This is an optimization exercise on Yosys and OpenROAD, whose aim is small area, not a production implementation.
Function was checked by simulation only, so behaviour that the tests miss may differ from the original.

===== run.sh =====
#!/bin/bash
# synth_recipe.tcl (not shown) runs the flow's synth.tcl, then flattens the netlist and writes it again
# the make line also repeats each setting of config.mk as NAME=value (left out here)
make -C /OpenROAD-flow-scripts/flow DESIGN_CONFIG=/design/flow/config.mk WORK_HOME=/design/flow/orfs CLKGATE_MAP_FILE= SYNTH_SCRIPT=/design/flow/synth_recipe.tcl finish

===== config.mk =====
export PLATFORM = sky130hd
export DESIGN_NAME = lfsr_datapath
export DESIGN_NICKNAME = lfsr_datapath
export VERILOG_FILES = /design/flow/design.v
export SDC_FILE = /design/flow/constraint.sdc
export NUM_CORES = 4
export LEC_CHECK = 0
export CAP_MARGIN = 20
export CORE_MARGIN = 2
export CORE_UTILIZATION = 40
export SLEW_MARGIN = 20

===== constraint.sdc =====
create_clock -name core_clock -period 4.5 [get_ports {clk}]
set_input_delay 0.9000 -clock core_clock [delete_from_list [all_inputs] [get_ports {clk}]]
set_output_delay 0.9000 -clock core_clock [all_outputs]
set_load 0.01 [all_outputs]

===== design.v =====
module lfsr_datapath #(
    parameter int WIDTH = 32,
    parameter int NREGS = 16,
    parameter int CNTW  = 16,
    parameter int AW    = $clog2(NREGS)
) (
    input  logic             clk,
    input  logic             rst,
    input  logic [AW-1:0]    raddr1,
    input  logic [AW-1:0]    raddr2,
    input  logic             wen,
    input  logic [AW-1:0]    waddr,
    input  logic             wdsrc,
    input  logic [3:0]       func,
    input  logic [WIDTH-1:0] constant,
    output logic             isZero,
    output logic [WIDTH-1:0] result,
    output logic             result_valid,
    output logic [CNTW-1:0]  op_count,
    input  logic [AW-1:0]    dbg_addr,
    output logic [WIDTH-1:0] dbg_data
);
    typedef enum logic [3:0] {
        FN_ADD   = 4'd0,
        FN_SUB   = 4'd1,
        FN_AND   = 4'd2,
        FN_OR    = 4'd3,
        FN_XOR   = 4'd4,
        FN_SHL   = 4'd5,
        FN_SHR   = 4'd6,
        FN_SLT   = 4'd7,
        FN_PASSB = 4'd8
    } func_e;
    logic [WIDTH-1:0] rf [NREGS];
    logic             s1_valid;
    logic             s1_wen;
    logic [AW-1:0]    s1_waddr;
    logic [3:0]       s1_func;
    logic [WIDTH-1:0] s1_opa;
    logic [WIDTH-1:0] s1_opb;
    logic [WIDTH-1:0] alu_res;
    logic             commit;
    logic             fwd_a;
    logic             fwd_b;
    logic [WIDTH-1:0] opa_next;
    logic [WIDTH-1:0] opb_next;
    always_comb begin
        alu_res = '0;
        case (s1_func)
            FN_ADD:   alu_res = s1_opa + s1_opb;
            FN_SUB:   alu_res = s1_opa - s1_opb;
            FN_AND:   alu_res = s1_opa & s1_opb;
            FN_OR:    alu_res = s1_opa | s1_opb;
            FN_XOR:   alu_res = s1_opa ^ s1_opb;
            FN_SHL:   alu_res = s1_opa << s1_opb[4:0];
            FN_SHR:   alu_res = s1_opa >> s1_opb[4:0];
            FN_SLT:   alu_res = {{(WIDTH-1){1'b0}}, (s1_opa < s1_opb)};
            FN_PASSB: alu_res = s1_opb;
            default:  alu_res = '0;
        endcase
    end
    assign commit = s1_valid && s1_wen;
    assign fwd_a  = commit && (s1_waddr == raddr1);
    assign fwd_b  = commit && (s1_waddr == raddr2);
    always_comb begin
        opa_next = fwd_a ? alu_res : rf[raddr1];
        opb_next = constant;
        if (wdsrc) begin
            opb_next = fwd_b ? alu_res : rf[raddr2];
        end
    end
    always_ff @(posedge clk) begin
        if (rst) begin
            for (int i = 0; i < NREGS; i++) begin
                rf[i] <= '0;
            end
            s1_valid     <= 1'b0;
            s1_wen       <= 1'b0;
            s1_waddr     <= '0;
            s1_func      <= '0;
            s1_opa       <= '0;
            s1_opb       <= '0;
            isZero       <= 1'b0;
            result       <= '0;
            result_valid <= 1'b0;
            op_count     <= '0;
        end else begin
            s1_valid <= 1'b1;
            s1_wen   <= wen;
            s1_waddr <= waddr;
            s1_func  <= func;
            s1_opa   <= opa_next;
            s1_opb   <= opb_next;
            if (commit) begin
                rf[s1_waddr] <= alu_res;
                result       <= alu_res;
                isZero       <= (alu_res == '0);
                result_valid <= 1'b1;
                op_count     <= op_count + CNTW'(1);
            end else begin
                result_valid <= 1'b0;
            end
        end
    end
    assign dbg_data = rf[dbg_addr];
endmodule

==> results.cfg <==
[outcome]
outcome = timing/DRC/antenna clean

[min_path]
hp-class = register to register
min_from = result[13]
holdPathEnd = result[13]
worstHoldPathCells = 2

[clock_tree]
cts.sinks = 636
cts_buffer_depth = 3
numCtsBuffers = 75
cts_setup_buffers = 0
clkLatencyLatePin_ns = 0.68
hold_buffers = 0
cts_root_buffer = clkbuf_16
cts_tree = built
cts_max_level = 3
ctsResizeCount = 0
clk_pin_slew_ns = 0.06

[flow_run]
cap_violations = 0

[synthesis]
synth_edf_count = 512
netlist_area_um2 = 43490
yosysSeqAreaShare_pct = 41.06
syn_nets = 3864
synthArstFlopShare_pct = 0
ys_types = 90
synth-seq-cells = 636
synthCells = 3707
yosys_warnings = 1
synthFlopType = edfxtp_1
synth.avg_cell_area_um2 = 11.73

[floorplan]
die-width_um = 333.7
coreArea_um2 = 107500
dieArea_um2 = 111400
die_y_um = 333.7
fp-row-count = 120
start_util_pct = 40.45
num_io_pins = 138

[layout]
final_cells = 5329
final_nets = 4020
syn_to_final_growth_pct = 16.56
drive_gt1_share_pct = 26.68
final_area_um2 = 50690

[sta]
fin_setup_tns_ns = 0
post-route-min-period_ns = 4.415
fin_crit_sh_pct = 98.10
setup_viol = 0
slew_violations = 0
hold_viol = 0
tightest_slew_ns = 1.141
slew_headroom_pct = 22.88
fmax_mhz = 226.5
rsz0062_at_grt = no
final.setup_skew_ns = 0.04700

[global_route]
gr-total-overflow = 0
antenna_found_initial = 14
grt_max_degree = 69
grt_pass1_wl_um = 257300
grt.total_usage_pct = 32.22
grt_pass1_vias = 34842

[detailed_routing]
top_layer = met5
postRouteAntennaNets = 0
dr.pass1.iters = 7
wl_met2_um = 84270
met3WireLength_um = 20160
remaining_drc_errors = 0
wl_um = 181600
via_per_inst = 6.765
dr.first_iter.drc_count = 5620
met1_length_um = 67290
vias = 36051
wl_per_cell_um = 34.08

[power]
switching_share_pct = 32.52
p_int_mw = 11.99
power.share.combinational_pct = 26.6
p_seq_share_pct = 38.3
switching_power_mw = 5.777
ir_worst_vdd_v = 0.0002320
p_clk_share_pct = 35.1
fin_total_pwr_mw = 17.76
power_density_nw_per_um2 = 350.4
p_leak_nw = 17.72

[critical_path]
r2r-start = s1_opa[9]
path_max_fanout = 16
crit_required_ns = 4.90
crit_start = s1_opa[9]
rr_worst_depth = 12
r2r_slack_ns = 0.09
startpoint_type = register
rr_endpoint = rf[2][30]
endpoint_kind = register
criticalPathCategory = register to register
crit_arrival_ns = 4.81

[placed_design]
dpl.hpwl_um = 122200
dp.cells = 5189
post_dp_cell_area_um2 = 48180
gp_congestion = 1.023
portBuffers = 137
[placed cells by master (no fill, tap or decap), types with 39 or more instances in the layout]
master           Yosys  final
a211oi_1            84     81
a21oi_1            176    170
buf_12               0     43
buf_4               21    264
clkbuf_16            0     79
clkdlybuf4s50_1      0    123
dfxtp_1            124    119
edfxtp_1           512    512
ha_1                99     99
inv_1              105    105
mux2i_1             66     66
mux4_2             519    519
nand2_1            162    133
nand3_1             51     46
nor2_1             805    804
nor3_1              44     39
o21ai_0             91     90
[power by group through the flow]
stage / Clock, mW / Combinational [mW] / Sequential (mW)
detailed placement: 0 / 4.59 / 6.91
CTS: 6.30 / 4.61 / 6.79
finish: 6.24 / 4.72 / 6.80
global route: 6.52 / 4.90 / 6.83
floorplan: 0 / 2.63 / 6.85
global placement: 0 / 4.61 / 6.90
[Yosys cell counts, drive strengths merged (8+ instances only)]
master   instances  share of area (%)
nor2           805                6.9
mux2i           66                1.5
o21bai          11               0.19
nor3            44               0.51
o21a            11               0.19
xnor2           18               0.36
clkbuf         241                2.1
a21oi          176                2.0
mux4           519                 27
nand2b          14               0.20
nor4            17               0.29
o22ai           18               0.26
o31ai           20               0.36
nand2          162                1.4
o211ai          32               0.55
buf            120                1.4
a221o           11               0.25
a22oi           28               0.48
inv            108               0.93
ha              99                2.8
or3             11               0.16
a22o             8               0.16
xor2            17               0.34
and3            15               0.22
dfxtp          124                5.7
o221ai          15               0.30
a21o            13               0.22
a221oi          15               0.32
mux2            22               0.58
edfxtp         512                 35
and2             9               0.13
o21ai           93                1.1
a211oi          84                1.5
o2111ai          9               0.18
nor2b           25               0.36
nand3           51               0.59
nand4           20               0.29
a31oi           19               0.27
[logic make-up after synthesis]
family / share of synthesized area, %
and+or+nand+nor: 11.89
AOI/OAI and AO/OA: 9.972
DFF: 41.06
muxes: 28.98
buffers and inverters: 4.451
adders and majority gates: 2.941
xor gates and xnor gates: 0.7049
[routing by layer]
layer / up-vias / GRT usage [%]
met1: 18321 / 42.01
met3: 549 / 6.900
met5: - / 0
met4: 18 / 15.01
met2: 2511 / 51.55
li1: 14652 / -
[worst max-delay path, stage by stage, from the launching register on]
cell      delay, ns
dfxtp_1        0.34
inv_1          0.13
ha_1           0.55
inv_2          0.18
nor4_1         0.53
o31ai_1        0.35
a2111o_1       0.56
a311oi_1       0.34
o41ai_1        0.14
a221oi_1       0.31
o21a_1         0.41
buf_12         0.21
nor2_1         0.05
[worst max-delay path by stage]
stage / end / slack (ns) / cells after the start
floorplan: rf[10][27] / 0.17 / 17
global route: isZero / 0.003 / 15
global placement: isZero / 0.14 / 14
CTS: isZero / 0.07 / 14
detailed placement: isZero / 0.08 / 14
finish: rf[2][30] / 0.09 / 12
[through the flow]
stage / util [%] / setup slack (ns) / hold slack (ns)
floorplan: - / 0.1666 / 0.4894
global placement: 44.82 / 0.1392 / 0.4855
detailed placement: 44.82 / 0.08060 / 0.4918
CTS: 47.13 / 0.07294 / 0.5012
global route: 47.15 / 0.002894 / 0.5116
finish: 47.15 / 0.08536 / 0.4946
[sequential cells by signal (all words and copies together), names as in the netlist]
signal and cells:
isZero 1, op_count 16, result 32, result_valid 1, rf 512, s1_func 4, s1_opa 32, s1_opb 32
s1_valid 1, s1_waddr 4, s1_wen 1
[area by class of cell]
class                   instances  area (µm²)
inverters                     110       412.9
well taps                    1403        1755
diodes                          2       5.005
repair buffers                440        4173
clock inverters                39       414.1
flip-flops and latches        636       17870
fillers                      9655       56810
multi-input cells            2600       23990
clock buffers                  99        2072

static timing again, ports no longer ideal:
How much do the figures lean on ideal ports? The routed layout below was timed once more, with nothing changed but the port constraints.
Step 1 sets driving cells, clkbuf_16 on the clock port and buf_2 on the other inputs (assumed; they add their load-dependent delay and slew).
Step 2 moves the port delays by t, midway between the first and last clock arrival at a register: inputs arrive t later, outputs are due t later. That takes back most of the time a late clock gives input paths.
Slacks: ideal / step 1 / step 2; pairs: ideal / step 1.
t, ns: 0.736
setup slack, ns: 0.085 / 0.085 / 0.085
slew at the worst register clock pin (ns): 0.06 / 0.06
After both steps this run still meets setup and hold. For this run, drivers alone change the setup slack by 0.000 ns; drivers and shift together by 0.000 ns.
